What follows belongs to an exercise in optimizing a design on an open flow for small area; a production flow would make more cautious choices.
Function was checked by simulation only, so behaviour that the tests miss may differ from the original.
Power and IR drop assume default switching activity.

==> yarrow <==
// box_office_top
module box_office_top (
    input  logic        clk,
    input  logic        rst_n,
    input  logic        load_i,
    input  logic [45:0] load_data_i,
    input  logic [2:0]  press_i,
    input  logic [7:0]  switch_i,
    input  logic        pin_valid_i,
    input  logic [19:0] pin_i,
    input  logic        vip_member_i,
    input  logic [2:0]  vip_day_i,
    input  logic [19:0] vip_pin_i,
    input  logic [4:0]  vip_off_i,
    output logic [2:0]  state_o,
    output logic [45:0] movie_data_o,
    output logic        vip_ok_o,
    output logic [9:0]  price_o,
    output logic [5:0]  ticket_id_o,
    output logic        ticket_valid_o
);
clock: 6.0 ns
lec_check: 0
cap_margin: 20
core_margin: 2
core_utilization: 40
slew_margin: 20
standard.sh (not shown) runs the stock make flow with config.mk's settings and CLKGATE_MAP_FILE= SYNTH_SCRIPT=/design/flow/synth_recipe.tcl, a recipe that flattens the netlist after the stock synthesis.
==> flow/flow/run.sh <==
#!/bin/bash
# Own layout flow: the standard ORFS flow with three changes
#  - synthesis maps the logic with an area-oriented ABC script (flow/area.abc);
#    everything else in synthesis, registers included, is the standard script
#  - ports are buffered with sky130_fd_sc_hd__buf_1
#  - CTS clusters sinks more coarsely and inserts no dummy loads
set -euo pipefail
W=$(pwd)

export BUFFER_PORTS_ARGS="-buffer_cell sky130_fd_sc_hd__buf_1"
export CTS_ARGS="-sink_clustering_enable -repair_clock_nets -dont_use_dummy_load -sink_clustering_size 16 -sink_clustering_max_diameter 80 -buf_list sky130_fd_sc_hd__clkbuf_8"

# ORFS synthesis with only the ABC script swapped
grep -q 'log_cmd abc {\*}$abc_args' "$FLOW_HOME/scripts/synth.tcl"
sed 's|log_cmd abc {\*}$abc_args|log_cmd abc {*}[lreplace $abc_args 0 1 -script '"$W"'/flow/area.abc]|' \
    "$FLOW_HOME/scripts/synth.tcl" > "$W/own_synth_body.tcl"
grep -q 'source $::env(SCRIPTS_DIR)/synth.tcl' synth_recipe.tcl
sed 's|source $::env(SCRIPTS_DIR)/synth.tcl|source '"$W"'/own_synth_body.tcl|' synth_recipe.tcl > "$W/own_synth.tcl"
grep -q 'SYNTH_SCRIPT=' standard.sh
sed 's|SYNTH_SCRIPT=[^ ]*|SYNTH_SCRIPT='"$W"'/own_synth.tcl|' standard.sh > "$W/own_standard.sh"

bash "$W/own_standard.sh" > "$W/flow_make.log" 2>&1
==> flow/flow/area.abc <==
strash
dc2
dch -f
amap
topo
==> pepper: changes against yarrow <==
--- a/flow/design.v
+++ b/flow/design.v
@@ -137,24 +137,17 @@
                     pend_q      <= 1'b0;
                     rec_valid_q <= 1'b1;
                     vip_ok_o    <= vip_member_i && (rd[22:20] == vip_day_i);
                 end
             end
         end
     end
-    logic [7:0]  rsel;
-    logic [45:0] rec_d;
-    always_comb begin
-        for (int i = 0; i < 8; i++) rsel[i] = take && (index_q == 3'(i));
-        rec_d = movie_data_o & {46{!take}};
-        for (int i = 0; i < 8; i++) rec_d = rec_d | (table_q[i] & {46{rsel[i]}});
-    end
     always_ff @(posedge clk or negedge rst_n) begin
         if (!rst_n) movie_data_o <= '0;
-        else movie_data_o <= rec_d;
+        else if (take) movie_data_o <= rd;
     end
     logic [9:0]  list_price;
     logic [14:0] vip_product;
     assign list_price  = movie_data_o[34:25];
     wire pp_0_0 = list_price[0] & vip_off_i[0];
     wire pp_0_1 = list_price[0] & vip_off_i[1];
     wire pp_0_2 = list_price[0] & vip_off_i[2];
==> comparison table <==
Status: pepper finished clean; yarrow finished clean
Final hold slack: pepper 0.402 ns; yarrow 0.363 ns
ClkCell Share: pepper 0.0229; yarrow 0.0240
Pwr dens: pepper 462 mW/mm²; yarrow 419 mW/mm²
Via count of the routed design: pepper 13200; yarrow 12900
Wire length reported by the detailed router: pepper 53.3 mm; yarrow 52.8 mm
Pin slew with the least headroom to its limit: pepper 1.13 ns; yarrow 1.03 ns
Clk pwr share: pepper 0.153; yarrow 0.174
Net total in the final layout: pepper 1829; yarrow 1706
Per-cell routed wire length: pepper 22.9 µm; yarrow 24.5 µm
Placeable core region: pepper 0.0490 mm²; yarrow 0.0479 mm²
Data arrival at the endpoint of the critical path: pepper 5.80 ns; yarrow 5.79 ns
Final instance area: pepper 0.0222 mm²; yarrow 0.0218 mm²
Peak supply drop: pepper 271 µV; yarrow 289 µV
Signal buffers: pepper 204; yarrow 202
Power consumed by sequential cells: pepper 4.78 mW; yarrow 4.80 mW
Post-Synth Simple-Gate Area: pepper 0.0633; yarrow 0.0576

---

==> violet: inputs <==
==> flow/design.v <==
package movie_record_pkg;
    localparam int rec_w       = 46;
    localparam int id_w        = 6;    
    localparam int id_msb      = 45;
    localparam int id_lsb      = 40;
    localparam int name_msb    = 39;
    localparam int name_lsb    = 35;
    localparam int price_w     = 10;
    localparam int price_msb   = 34;
    localparam int price_lsb   = 25;
    localparam int session_msb = 24;
    localparam int session_lsb = 10;
    localparam int day_w       = 3;
    localparam int day_msb     = 22;   
    localparam int day_lsb     = 20;
    localparam int rest_w      = 5;
    localparam int rest_msb    = 9;    
    localparam int rest_lsb    = 5;
    localparam int seat_msb    = 4;
    localparam int seat_lsb    = 1;
    localparam int valid_bit   = 0;
    localparam int movie_depth = 8;
    localparam int idx_w       = 3;
    localparam int cnt_w       = 4;    
    localparam int off_w       = 5;    
    localparam int off_scale   = 32;
endpackage
package box_office_pkg;
    localparam int btn_w = 3;
    localparam int op_w  = 2;
    localparam int st_w  = 3;
    localparam logic [btn_w-1:0] btn_next    = 3'b000;
    localparam logic [btn_w-1:0] btn_release = 3'b001;
    localparam logic [btn_w-1:0] btn_confirm = 3'b010;
    localparam logic [btn_w-1:0] btn_back    = 3'b011;
    localparam logic [btn_w-1:0] btn_cancel  = 3'b100;
    localparam logic [btn_w-1:0] btn_none    = 3'b111;  
    localparam logic [op_w-1:0] op_idle       = 2'd0;
    localparam logic [op_w-1:0] op_read_index = 2'd1;
    localparam logic [op_w-1:0] op_write_id   = 2'd2;
    localparam logic [st_w-1:0] st_browse    = 3'd0;
    localparam logic [st_w-1:0] st_sold_out  = 3'd1;
    localparam logic [st_w-1:0] st_review    = 3'd2;
    localparam logic [st_w-1:0] st_vip_ask   = 3'd3;
    localparam logic [st_w-1:0] st_pin       = 3'd4;
    localparam logic [st_w-1:0] st_pin_error = 3'd5;
    localparam logic [st_w-1:0] st_issue     = 3'd6;
    localparam logic [st_w-1:0] st_receipt   = 3'd7;
endpackage
`timescale 1ns/1ns
module box_office_top (
    input  logic        clk,
    input  logic        rst_n,
    input  logic        load_i,
    input  logic [45:0] load_data_i,
    input  logic [2:0]  press_i,
    input  logic [7:0]  switch_i,
    input  logic        pin_valid_i,
    input  logic [19:0] pin_i,
    input  logic        vip_member_i,
    input  logic [2:0]  vip_day_i,
    input  logic [19:0] vip_pin_i,
    input  logic [4:0]  vip_off_i,
    output logic [2:0]  state_o,
    output logic [45:0] movie_data_o,
    output logic        vip_ok_o,
    output logic [9:0]  price_o,
    output logic [5:0]  ticket_id_o,
    output logic        ticket_valid_o
);
    logic [45:0] table_q [8];    
    logic [3:0]  count_q;        
    logic        rd_done_q;      
    logic        wr_done_q;      
    logic        loaded_q;       
    logic [2:0]  index_q;
    logic        pend_q;
    logic        redo_q;
    logic        rec_valid_q;
    logic        req_q;          
    logic [45:0] wdata_q;        
    logic        issue_q;        
    logic        from_pin_q;     
    logic        fetch_q;
    logic done, accept, load_ok, wr_acc;
    assign done    = rd_done_q | wr_done_q;
    assign accept  = (req_q | pend_q) & ~done;
    assign wr_acc  = accept & req_q;            
    assign load_ok = load_i & ~count_q[3];
    logic [45:0] wd;
    assign wd = load_ok ? load_data_i : wdata_q;
    logic [7:0] we;
    always_comb begin
        for (int i = 0; i < 8; i++) begin
            we[i] = load_ok ? (count_q[2:0] == 3'(i))
                            : (wr_acc && (4'(i) < count_q) && (table_q[i][45:40] == wdata_q[45:40]));
        end
    end
    always_ff @(posedge clk) begin
        for (int i = 0; i < 8; i++) begin
            if (we[i]) table_q[i] <= wd;
        end
    end
    logic step_next, step_back, refetch, take;
    assign step_next = (press_i == 3'd0) && ({1'b0, index_q} + 4'd1 < count_q);
    assign step_back = (press_i == 3'd3) && (index_q != 3'd0);
    assign refetch   = (count_q != 4'd0) && (step_next || step_back || fetch_q || loaded_q);
    assign take      = rd_done_q && !redo_q && !refetch;
    logic [45:0] rd;
    assign rd = table_q[index_q];
    always_ff @(posedge clk or negedge rst_n) begin
        if (!rst_n) begin
            count_q     <= '0;
            rd_done_q   <= 1'b0;
            wr_done_q   <= 1'b0;
            loaded_q    <= 1'b0;
            index_q     <= '0;
            pend_q      <= 1'b0;
            redo_q      <= 1'b0;
            rec_valid_q <= 1'b0;
            vip_ok_o    <= 1'b0;
        end else begin
            rd_done_q <= accept & ~req_q;
            wr_done_q <= wr_acc;
            loaded_q  <= load_ok;
            if (load_ok) count_q <= count_q + 4'd1;
            if (step_next) index_q <= index_q + 3'd1;
            else if (step_back) index_q <= index_q - 3'd1;
            if (refetch) begin
                pend_q      <= 1'b1;
                redo_q      <= pend_q && !rd_done_q;
                rec_valid_q <= 1'b0;
                vip_ok_o    <= 1'b0;
            end else if (rd_done_q) begin
                redo_q <= 1'b0;
                if (take) begin
                    pend_q      <= 1'b0;
                    rec_valid_q <= 1'b1;
                    vip_ok_o    <= vip_member_i && (rd[22:20] == vip_day_i);
                end
            end
        end
    end
    always_ff @(posedge clk or negedge rst_n) begin
        if (!rst_n) movie_data_o <= '0;
        else if (take) movie_data_o <= rd;
    end
    logic [9:0]  list_price;
    logic [14:0] vip_product;
    assign list_price  = movie_data_o[34:25];
    assign vip_product = list_price * vip_off_i;
    assign ticket_valid_o = wr_done_q;
    always_ff @(posedge clk or negedge rst_n) begin
        if (!rst_n) begin
            req_q       <= 1'b0;
            ticket_id_o <= 6'd1;
            price_o     <= '0;
        end else begin
            if (issue_q) req_q <= 1'b1;
            else if (wr_done_q) req_q <= 1'b0;
            if (wr_done_q) ticket_id_o <= (ticket_id_o == 6'd63) ? 6'd1 : ticket_id_o + 6'd1;
            if (issue_q) price_o <= from_pin_q ? vip_product[14:5] : list_price;
        end
    end
    always_ff @(posedge clk) begin
        if (issue_q) wdata_q <= {movie_data_o[45:10], movie_data_o[9:5] - 5'd1, movie_data_o[4:0]};
    end
    logic [2:0] state_d;
    always_comb begin
        state_d = state_o;
        case (state_o)
            3'd0: if (press_i == 3'd2 && rec_valid_q) state_d = (movie_data_o[9:5] == 5'd0) ? 3'd1 : 3'd2;
            3'd1: if (press_i == 3'd2 || press_i == 3'd1) state_d = 3'd0;
            3'd2: begin
                if (press_i == 3'd2) state_d = vip_ok_o ? 3'd3 : 3'd6;
                else if (press_i == 3'd1 || press_i == 3'd4) state_d = 3'd0;
            end
            3'd3: if (press_i == 3'd2) begin
                if (switch_i == 8'h01) state_d = 3'd6;
                else if (switch_i == 8'h02) state_d = 3'd4;
            end
            3'd4: if (pin_valid_i) state_d = (pin_i == vip_pin_i) ? 3'd6 : 3'd5;
            3'd5: begin
                if (press_i == 3'd2) state_d = 3'd4;
                else if (press_i == 3'd1) state_d = 3'd3;
            end
            3'd6: if (wr_done_q) state_d = 3'd7;
            default: if (press_i != 3'd7) state_d = 3'd0;
        endcase
    end
    always_ff @(posedge clk or negedge rst_n) begin
        if (!rst_n) begin
            state_o    <= 3'd0;
            fetch_q    <= 1'b0;
            issue_q    <= 1'b0;
            from_pin_q <= 1'b0;
        end else begin
            state_o    <= state_d;
            fetch_q    <= (state_o == 3'd7) && (state_d == 3'd0);
            issue_q    <= (state_d == 3'd6) && (state_o != 3'd6);
            from_pin_q <= (state_o == 3'd4);
        end
    end
endmodule
==> flow/run.sh <==
#!/bin/bash
# synth_recipe.tcl (not shown) runs the flow's synth.tcl, then flattens the netlist and writes it again
# the make line also repeats each setting of config.mk as NAME=value (left out here)
make -C /OpenROAD-flow-scripts/flow DESIGN_CONFIG=/design/flow/config.mk WORK_HOME=/design/flow/orfs CLKGATE_MAP_FILE= SYNTH_SCRIPT=/design/flow/synth_recipe.tcl finish
==> flow/config.mk <==
export PLATFORM = sky130hd
export DESIGN_NAME = box_office_top
export DESIGN_NICKNAME = box_office_top
export VERILOG_FILES = /design/flow/design.v
export SDC_FILE = /design/flow/constraint.sdc
export NUM_CORES = 4
export LEC_CHECK = 0
export CAP_MARGIN = 20
export CORE_MARGIN = 2
export CORE_UTILIZATION = 40
export SLEW_MARGIN = 20
==> flow/constraint.sdc <==
create_clock -name core_clock -period 6.0 [get_ports {clk}]
set_input_delay 1.2000 -clock core_clock [delete_from_list [all_inputs] [get_ports {clk}]]
set_output_delay 1.2000 -clock core_clock [all_outputs]
set_load 0.01 [all_outputs]
==> zinc (differences from violet) <==
--- a/flow/design.v
+++ b/flow/design.v
@@ -78,7 +78,10 @@
     logic        redo_q;
     logic        rec_valid_q;
     logic        req_q;          
-    logic [45:0] wdata_q;        
+    logic [2:0]  rec_ptr_q;      
+    logic        rec_vld_q;      
+    logic        rec_old_q;      
+    logic [45:0] snap_q;         
     logic        issue_q;        
     logic        from_pin_q;     
     logic        fetch_q;
@@ -88,17 +91,20 @@
     assign wr_acc  = accept & req_q;            
     assign load_ok = load_i & ~count_q[3];
     logic [45:0] wd;
-    assign wd = load_ok ? load_data_i : wdata_q;
-    logic [7:0] we;
+    logic [45:0] wdata;
+    assign wdata = {snap_q[45:10], snap_q[9:5] - 5'd1, snap_q[4:0]};
+    assign wd = load_ok ? load_data_i : wdata;
+    logic [7:0] we, hit;
     always_comb begin
         for (int i = 0; i < 8; i++) begin
-            we[i] = load_ok ? (count_q[2:0] == 3'(i))
-                            : (wr_acc && (4'(i) < count_q) && (table_q[i][45:40] == wdata_q[45:40]));
+            hit[i] = (table_q[i][45:40] == snap_q[45:40]);
+            we[i]  = load_ok ? (count_q[2:0] == 3'(i)) : (wr_acc && hit[i]);
         end
     end
     always_ff @(posedge clk) begin
         for (int i = 0; i < 8; i++) begin
-            if (we[i]) table_q[i] <= wd;
+            if (we[i]) table_q[i][39:0] <= wd[39:0];
+            if (load_ok && count_q[2:0] == 3'(i)) table_q[i][45:40] <= load_data_i[45:40];
         end
     end
     logic step_next, step_back, refetch, take;
@@ -106,8 +112,8 @@
     assign step_back = (press_i == 3'd3) && (index_q != 3'd0);
     assign refetch   = (count_q != 4'd0) && (step_next || step_back || fetch_q || loaded_q);
     assign take      = rd_done_q && !redo_q && !refetch;
-    logic [45:0] rd;
-    assign rd = table_q[index_q];
+    logic [2:0] rd_day;
+    assign rd_day = table_q[index_q][22:20];
     always_ff @(posedge clk or negedge rst_n) begin
         if (!rst_n) begin
             count_q     <= '0;
@@ -136,14 +142,32 @@
                 if (take) begin
                     pend_q      <= 1'b0;
                     rec_valid_q <= 1'b1;
-                    vip_ok_o    <= vip_member_i && (rd[22:20] == vip_day_i);
+                    vip_ok_o    <= vip_member_i && (rd_day == vip_day_i);
                 end
             end
         end
     end
-    always_ff @(posedge clk or negedge rst_n) begin
-        if (!rst_n) movie_data_o <= '0;
-        else if (take) movie_data_o <= rd;
+    logic [7:0] osel;
+    logic       keep_old;
+    always_comb begin
+        for (int i = 0; i < 8; i++) osel[i] = rec_vld_q && !rec_old_q && (rec_ptr_q == 3'(i));
+        movie_data_o = snap_q & {46{rec_old_q}};
+        for (int i = 0; i < 8; i++) movie_data_o = movie_data_o | (table_q[i] & {46{osel[i]}});
+    end
+    assign keep_old = wr_acc && !load_ok && |(osel & hit);
+    always_ff @(posedge clk or negedge rst_n) begin
+        if (!rst_n) begin
+            rec_vld_q <= 1'b0;
+            rec_old_q <= 1'b0;
+        end else if (take) begin
+            rec_vld_q <= 1'b1;
+            rec_old_q <= 1'b0;
+        end else if (keep_old) begin
+            rec_old_q <= 1'b1;
+        end
+    end
+    always_ff @(posedge clk) begin
+        if (take) rec_ptr_q <= index_q;
     end
     logic [9:0]  list_price;
     logic [14:0] vip_product;
@@ -163,7 +187,7 @@
         end
     end
     always_ff @(posedge clk) begin
-        if (issue_q) wdata_q <= {movie_data_o[45:10], movie_data_o[9:5] - 5'd1, movie_data_o[4:0]};
+        if (issue_q || keep_old) snap_q <= movie_data_o;
     end
     logic [2:0] state_d;
     always_comb begin
==> flow/flow/run.sh (new file) <==
#!/bin/bash
# Own layout flow: the standard ORFS flow (standard.sh) with these changes:
#  - synthesis maps the logic with an area-oriented ABC script (flow/area.abc)
#    and leaves adders to ABC (ADDER_MAP_FILE empty); the registers and
#    everything before technology mapping are the standard synthesis's
#  - ports are buffered with sky130_fd_sc_hd__buf_1
#  - CTS clusters sinks more coarsely and inserts no dummy loads
# Tool output goes to flow_make.log here and to ORFS's logs under orfs/logs.
set -euo pipefail
W=$(pwd)

export BUFFER_PORTS_ARGS="-buffer_cell sky130_fd_sc_hd__buf_1"
export CTS_ARGS="-sink_clustering_enable -repair_clock_nets -dont_use_dummy_load -sink_clustering_size 16 -sink_clustering_max_diameter 150 -buf_list sky130_fd_sc_hd__clkbuf_8"

# ORFS synthesis with only the ABC script swapped
grep -q 'log_cmd abc {\*}$abc_args' "$FLOW_HOME/scripts/synth.tcl"
sed 's|log_cmd abc {\*}$abc_args|log_cmd abc {*}[lreplace $abc_args 0 1 -script '"$W"'/flow/area.abc]|' \
    "$FLOW_HOME/scripts/synth.tcl" > "$W/own_synth_body.tcl"
grep -q 'source $::env(SCRIPTS_DIR)/synth.tcl' synth_recipe.tcl
sed 's|source $::env(SCRIPTS_DIR)/synth.tcl|source '"$W"'/own_synth_body.tcl|' synth_recipe.tcl > "$W/own_synth.tcl"
grep -q 'SYNTH_SCRIPT=' standard.sh
sed -e 's|SYNTH_SCRIPT=[^ ]*|SYNTH_SCRIPT='"$W"'/own_synth.tcl ADDER_MAP_FILE=|' standard.sh > "$W/own_standard.sh"

bash "$W/own_standard.sh" > "$W/flow_make.log" 2>&1
==> flow/flow/area.abc (new file) <==
strash
dc2
dch -f
amap
strash
dch -f
amap
strash
dch -f
amap
topo
==> flow/standard.sh (new file) <==
#!/bin/bash
# synth_recipe.tcl (not shown) runs the flow's synth.tcl, then flattens the netlist and writes it again
# the make line also repeats each setting of config.mk as NAME=value (left out here)
make -C /OpenROAD-flow-scripts/flow DESIGN_CONFIG=/design/flow/config.mk WORK_HOME=/design/flow/orfs CLKGATE_MAP_FILE= SYNTH_SCRIPT=/design/flow/synth_recipe.tcl "${@:-finish}"
removed: flow/run.sh
==> lagoon (differences from violet) <==
--- a/flow/design.v
+++ b/flow/design.v
@@ -141,9 +141,16 @@
             end
         end
     end
+    logic [7:0]  rsel;
+    logic [45:0] rec_d;
+    always_comb begin
+        for (int i = 0; i < 8; i++) rsel[i] = take && (index_q == 3'(i));
+        rec_d = movie_data_o & {46{!take}};
+        for (int i = 0; i < 8; i++) rec_d = rec_d | (table_q[i] & {46{rsel[i]}});
+    end
     always_ff @(posedge clk or negedge rst_n) begin
         if (!rst_n) movie_data_o <= '0;
-        else if (take) movie_data_o <= rd;
+        else movie_data_o <= rec_d;
     end
     logic [9:0]  list_price;
     logic [14:0] vip_product;
@@ -163,7 +170,7 @@
         end
     end
     always_ff @(posedge clk) begin
-        if (issue_q) wdata_q <= {movie_data_o[45:10], movie_data_o[9:5] - 5'd1, movie_data_o[4:0]};
+        wdata_q <= {movie_data_o[45:10], movie_data_o[9:5] - 5'd1, movie_data_o[4:0]};
     end
     logic [2:0] state_d;
     always_comb begin
==> flow/flow/run.sh (new file) <==
#!/bin/bash
# Own layout flow: the standard ORFS flow (standard.sh) with these changes:
#  - synthesis maps the logic with an area-oriented ABC script (flow/area.abc)
#    and leaves adders to ABC (ADDER_MAP_FILE empty); the registers and
#    everything before technology mapping are the standard synthesis's
#  - ports are buffered with sky130_fd_sc_hd__buf_1
#  - CTS clusters sinks more coarsely and inserts no dummy loads
# Tool output goes to flow_make.log here and to ORFS's logs under orfs/logs.
set -euo pipefail
W=$(pwd)

export BUFFER_PORTS_ARGS="-buffer_cell sky130_fd_sc_hd__buf_1"
export CTS_ARGS="-sink_clustering_enable -repair_clock_nets -dont_use_dummy_load -sink_clustering_size 16 -sink_clustering_max_diameter 80 -buf_list sky130_fd_sc_hd__clkbuf_8"

# ORFS synthesis with only the ABC script swapped
grep -q 'log_cmd abc {\*}$abc_args' "$FLOW_HOME/scripts/synth.tcl"
sed 's|log_cmd abc {\*}$abc_args|log_cmd abc {*}[lreplace $abc_args 0 1 -script '"$W"'/flow/area.abc]|' \
    "$FLOW_HOME/scripts/synth.tcl" > "$W/own_synth_body.tcl"
grep -q 'source $::env(SCRIPTS_DIR)/synth.tcl' synth_recipe.tcl
sed 's|source $::env(SCRIPTS_DIR)/synth.tcl|source '"$W"'/own_synth_body.tcl|' synth_recipe.tcl > "$W/own_synth.tcl"
grep -q 'SYNTH_SCRIPT=' standard.sh
sed -e 's|SYNTH_SCRIPT=[^ ]*|SYNTH_SCRIPT='"$W"'/own_synth.tcl ADDER_MAP_FILE=|' standard.sh > "$W/own_standard.sh"

bash "$W/own_standard.sh" > "$W/flow_make.log" 2>&1
==> flow/flow/area.abc (new file) <==
strash
dc2
dch -f
amap
strash
dch -f
amap
strash
dch -f
amap
topo
==> flow/standard.sh (new file) <==
#!/bin/bash
# synth_recipe.tcl (not shown) runs the flow's synth.tcl, then flattens the netlist and writes it again
# the make line also repeats each setting of config.mk as NAME=value (left out here)
make -C /OpenROAD-flow-scripts/flow DESIGN_CONFIG=/design/flow/config.mk WORK_HOME=/design/flow/orfs CLKGATE_MAP_FILE= SYNTH_SCRIPT=/design/flow/synth_recipe.tcl "${@:-finish}"
removed: flow/run.sh
==> nickel (differences from violet) <==
--- a/flow/design.v
+++ b/flow/design.v
@@ -78,7 +78,10 @@
     logic        redo_q;
     logic        rec_valid_q;
     logic        req_q;          
-    logic [45:0] wdata_q;        
+    logic [2:0]  rec_ptr_q;      
+    logic        rec_vld_q;      
+    logic        rec_old_q;      
+    logic [45:0] snap_q;         
     logic        issue_q;        
     logic        from_pin_q;     
     logic        fetch_q;
@@ -88,17 +91,20 @@
     assign wr_acc  = accept & req_q;            
     assign load_ok = load_i & ~count_q[3];
     logic [45:0] wd;
-    assign wd = load_ok ? load_data_i : wdata_q;
-    logic [7:0] we;
+    logic [45:0] wdata;
+    assign wdata = {snap_q[45:10], snap_q[9:5] - 5'd1, snap_q[4:0]};
+    assign wd = load_ok ? load_data_i : wdata;
+    logic [7:0] we, hit;
     always_comb begin
         for (int i = 0; i < 8; i++) begin
-            we[i] = load_ok ? (count_q[2:0] == 3'(i))
-                            : (wr_acc && (4'(i) < count_q) && (table_q[i][45:40] == wdata_q[45:40]));
+            hit[i] = (table_q[i][45:40] == snap_q[45:40]);
+            we[i]  = load_ok ? (count_q[2:0] == 3'(i)) : (wr_acc && hit[i]);
         end
     end
     always_ff @(posedge clk) begin
         for (int i = 0; i < 8; i++) begin
-            if (we[i]) table_q[i] <= wd;
+            if (we[i]) table_q[i][39:0] <= wd[39:0];
+            if (load_ok && count_q[2:0] == 3'(i)) table_q[i][45:40] <= load_data_i[45:40];
         end
     end
     logic step_next, step_back, refetch, take;
@@ -106,8 +112,8 @@
     assign step_back = (press_i == 3'd3) && (index_q != 3'd0);
     assign refetch   = (count_q != 4'd0) && (step_next || step_back || fetch_q || loaded_q);
     assign take      = rd_done_q && !redo_q && !refetch;
-    logic [45:0] rd;
-    assign rd = table_q[index_q];
+    logic [2:0] rd_day;
+    assign rd_day = table_q[index_q][22:20];
     always_ff @(posedge clk or negedge rst_n) begin
         if (!rst_n) begin
             count_q     <= '0;
@@ -136,14 +142,32 @@
                 if (take) begin
                     pend_q      <= 1'b0;
                     rec_valid_q <= 1'b1;
-                    vip_ok_o    <= vip_member_i && (rd[22:20] == vip_day_i);
+                    vip_ok_o    <= vip_member_i && (rd_day == vip_day_i);
                 end
             end
         end
     end
-    always_ff @(posedge clk or negedge rst_n) begin
-        if (!rst_n) movie_data_o <= '0;
-        else if (take) movie_data_o <= rd;
+    logic [7:0] osel;
+    logic       keep_old;
+    always_comb begin
+        for (int i = 0; i < 8; i++) osel[i] = rec_vld_q && !rec_old_q && (rec_ptr_q == 3'(i));
+        movie_data_o = snap_q & {46{rec_old_q}};
+        for (int i = 0; i < 8; i++) movie_data_o = movie_data_o | (table_q[i] & {46{osel[i]}});
+    end
+    assign keep_old = wr_acc && !load_ok && |(osel & hit);
+    always_ff @(posedge clk or negedge rst_n) begin
+        if (!rst_n) begin
+            rec_vld_q <= 1'b0;
+            rec_old_q <= 1'b0;
+        end else if (take) begin
+            rec_vld_q <= 1'b1;
+            rec_old_q <= 1'b0;
+        end else if (keep_old) begin
+            rec_old_q <= 1'b1;
+        end
+    end
+    always_ff @(posedge clk) begin
+        if (take) rec_ptr_q <= index_q;
     end
     logic [9:0]  list_price;
     logic [14:0] vip_product;
@@ -163,7 +187,7 @@
         end
     end
     always_ff @(posedge clk) begin
-        if (issue_q) wdata_q <= {movie_data_o[45:10], movie_data_o[9:5] - 5'd1, movie_data_o[4:0]};
+        if (issue_q || keep_old) snap_q <= movie_data_o;
     end
     logic [2:0] state_d;
     always_comb begin
==> flow/flow/run.sh (new file) <==
#!/bin/bash
# Own layout flow: the standard ORFS flow (standard.sh) with these changes:
#  - synthesis maps the logic with an area-oriented ABC script (flow/area.abc)
#    and leaves adders to ABC (ADDER_MAP_FILE empty); the registers and
#    everything before technology mapping are the standard synthesis's
#  - ports are buffered with sky130_fd_sc_hd__buf_1
#  - CTS clusters sinks more coarsely and inserts no dummy loads
# Tool output goes to flow_make.log here and to ORFS's logs under orfs/logs.
set -euo pipefail
W=$(pwd)

export BUFFER_PORTS_ARGS="-buffer_cell sky130_fd_sc_hd__buf_1"
export CTS_ARGS="-sink_clustering_enable -repair_clock_nets -dont_use_dummy_load -sink_clustering_size 16 -sink_clustering_max_diameter 150 -buf_list sky130_fd_sc_hd__clkbuf_8"

# ORFS synthesis with only the ABC script swapped
grep -q 'log_cmd abc {\*}$abc_args' "$FLOW_HOME/scripts/synth.tcl"
sed 's|log_cmd abc {\*}$abc_args|log_cmd abc {*}[lreplace $abc_args 0 1 -script '"$W"'/flow/area.abc]|' \
    "$FLOW_HOME/scripts/synth.tcl" > "$W/own_synth_body.tcl"
grep -q 'source $::env(SCRIPTS_DIR)/synth.tcl' synth_recipe.tcl
sed 's|source $::env(SCRIPTS_DIR)/synth.tcl|source '"$W"'/own_synth_body.tcl|' synth_recipe.tcl > "$W/own_synth.tcl"
grep -q 'SYNTH_SCRIPT=' standard.sh
sed -e 's|SYNTH_SCRIPT=[^ ]*|SYNTH_SCRIPT='"$W"'/own_synth.tcl ADDER_MAP_FILE=|' standard.sh > "$W/own_standard.sh"

bash "$W/own_standard.sh" > "$W/flow_make.log" 2>&1
==> flow/flow/area.abc (new file) <==
strash
dc2
dch -f
amap
strash
dch -f
amap
strash
dch -f
amap
topo
==> flow/standard.sh (new file) <==
#!/bin/bash
# synth_recipe.tcl (not shown) runs the flow's synth.tcl, then flattens the netlist and writes it again
# the make line also repeats each setting of config.mk as NAME=value (left out here)
make -C /OpenROAD-flow-scripts/flow DESIGN_CONFIG=/design/flow/config.mk WORK_HOME=/design/flow/orfs CLKGATE_MAP_FILE= SYNTH_SCRIPT=/design/flow/synth_recipe.tcl "${@:-finish}"
- CORE_UTILIZATION: 40 -> 55
- PLACE_DENSITY: unset -> 0.75
removed: flow/run.sh
==> summary of the runs <==
- Against lagoon, the area after synthesis of nickel is lower by about 2.8%.
- Between nickel and violet, the lower sequential power is in nickel (gap 27%, measured against violet).
- Core utilization, lowest first: lagoon, zinc, violet, nickel.
- Setup slack: violet > lagoon > zinc > nickel.
- Between violet and zinc, the lower combinational power is in zinc (gap about 90%, measured against zinc).
- The highest maximum frequency belongs to violet, the lowest to nickel.
==> figures <==
Topmost layer with routed signal wires: violet met4; nickel met4; lagoon met4; zinc met5
Layout-to-synthesis area ratio: violet 1.203x; nickel 1.129x; lagoon 1.126x; zinc 1.134x
CLK BUF: violet 68; nickel 34; lagoon 39; zinc 34
Compound-cell area share of the yosys netlist: violet 9.67%; nickel 17.9%; lagoon 17.1%; zinc 17.9%
Height of the die: violet 234 um; nickel 188 um; lagoon 223 um; zinc 220 um
Total power: violet 13.3 mW; nickel 7.78 mW; lagoon 8.79 mW; zinc 7.83 mW
Part of the total power dissipated in sequential elements: violet 38.2%; nickel 47.9%; lagoon 54.1%; zinc 47.6%
Share of the yosys chip area belonging to registers: violet 68.3%; nickel 72.5%; lagoon 73.4%; zinc 72.5%
Number of fillers in the final layout: violet 4520; nickel 2530; lagoon 4245; zinc 4165
Share of the synthesized area in the top cell type: violet 58.5%; nickel 67.2%; lagoon 57.7%; zinc 67.2%
End point of the most critical hold path: violet rd_done_q; nickel rd_done_q; lagoon wdata_q[38]; zinc rd_done_q
Result of the run: violet timing/DRC/antenna clean; nickel timing/DRC/antenna clean; lagoon timing/DRC/antenna clean; zinc timing/DRC/antenna clean
Fraction of power spent switching nets: violet 35.9%; nickel 34.9%; lagoon 33.5%; zinc 35.5%
X dimension of the die: violet 234 um; nickel 188 um; lagoon 223 um; zinc 220 um

==> port drivers added, routing unchanged <==
No port has a modelled driver above. Below, the same layouts with a new extraction and two added sets of constraints.
Step 1 sets driving cells, clkbuf_16 on the clock port and buf_2 on the other inputs (assumed; they add their load-dependent delay and slew).
Step 2 adds t to the input delays and takes it off the output delays; t is the mean of the earliest and latest rising clock arrival at the registers after step 1. Input paths then give back, and output paths get back, about the clock's delay inside the block.
a / b / c = ideal / step 1 / step 2; a / b = the first two.
run | t (ns) | setup slack, ns | worst setup path after step 2 | latest minus earliest clock arrival (ns) | worst register clock-pin slew, ns
yarrow | 0.622 | 0.603 / 0.621 / -0.001 | input to register | 0.065 / 0.066 | 0.10 / 0.10
pepper | 0.625 | 0.611 / 0.620 / -0.006 | input to register | 0.057 / 0.057 | 0.12 / 0.12
violet | 0.646 | 1.145 / 1.161 / 0.515 | input to register | 0.032 / 0.032 | 0.06 / 0.06
zinc | 0.629 | 0.578 / 0.578 / 0.444 | input to register | 0.079 / 0.078 | 0.12 / 0.12
lagoon | 0.644 | 0.802 / 0.822 / 0.178 | input to register | 0.093 / 0.092 | 0.10 / 0.10
nickel | 0.600 | 0.508 / 0.508 / 0.345 | input to register | 0.068 / 0.068 | 0.11 / 0.11
Met with ideal ports but missed after step 2: setup timing in yarrow and pepper. The setup slack of violet, which loses most, moves by +0.016 ns with the drivers and by -0.630 ns with both steps.
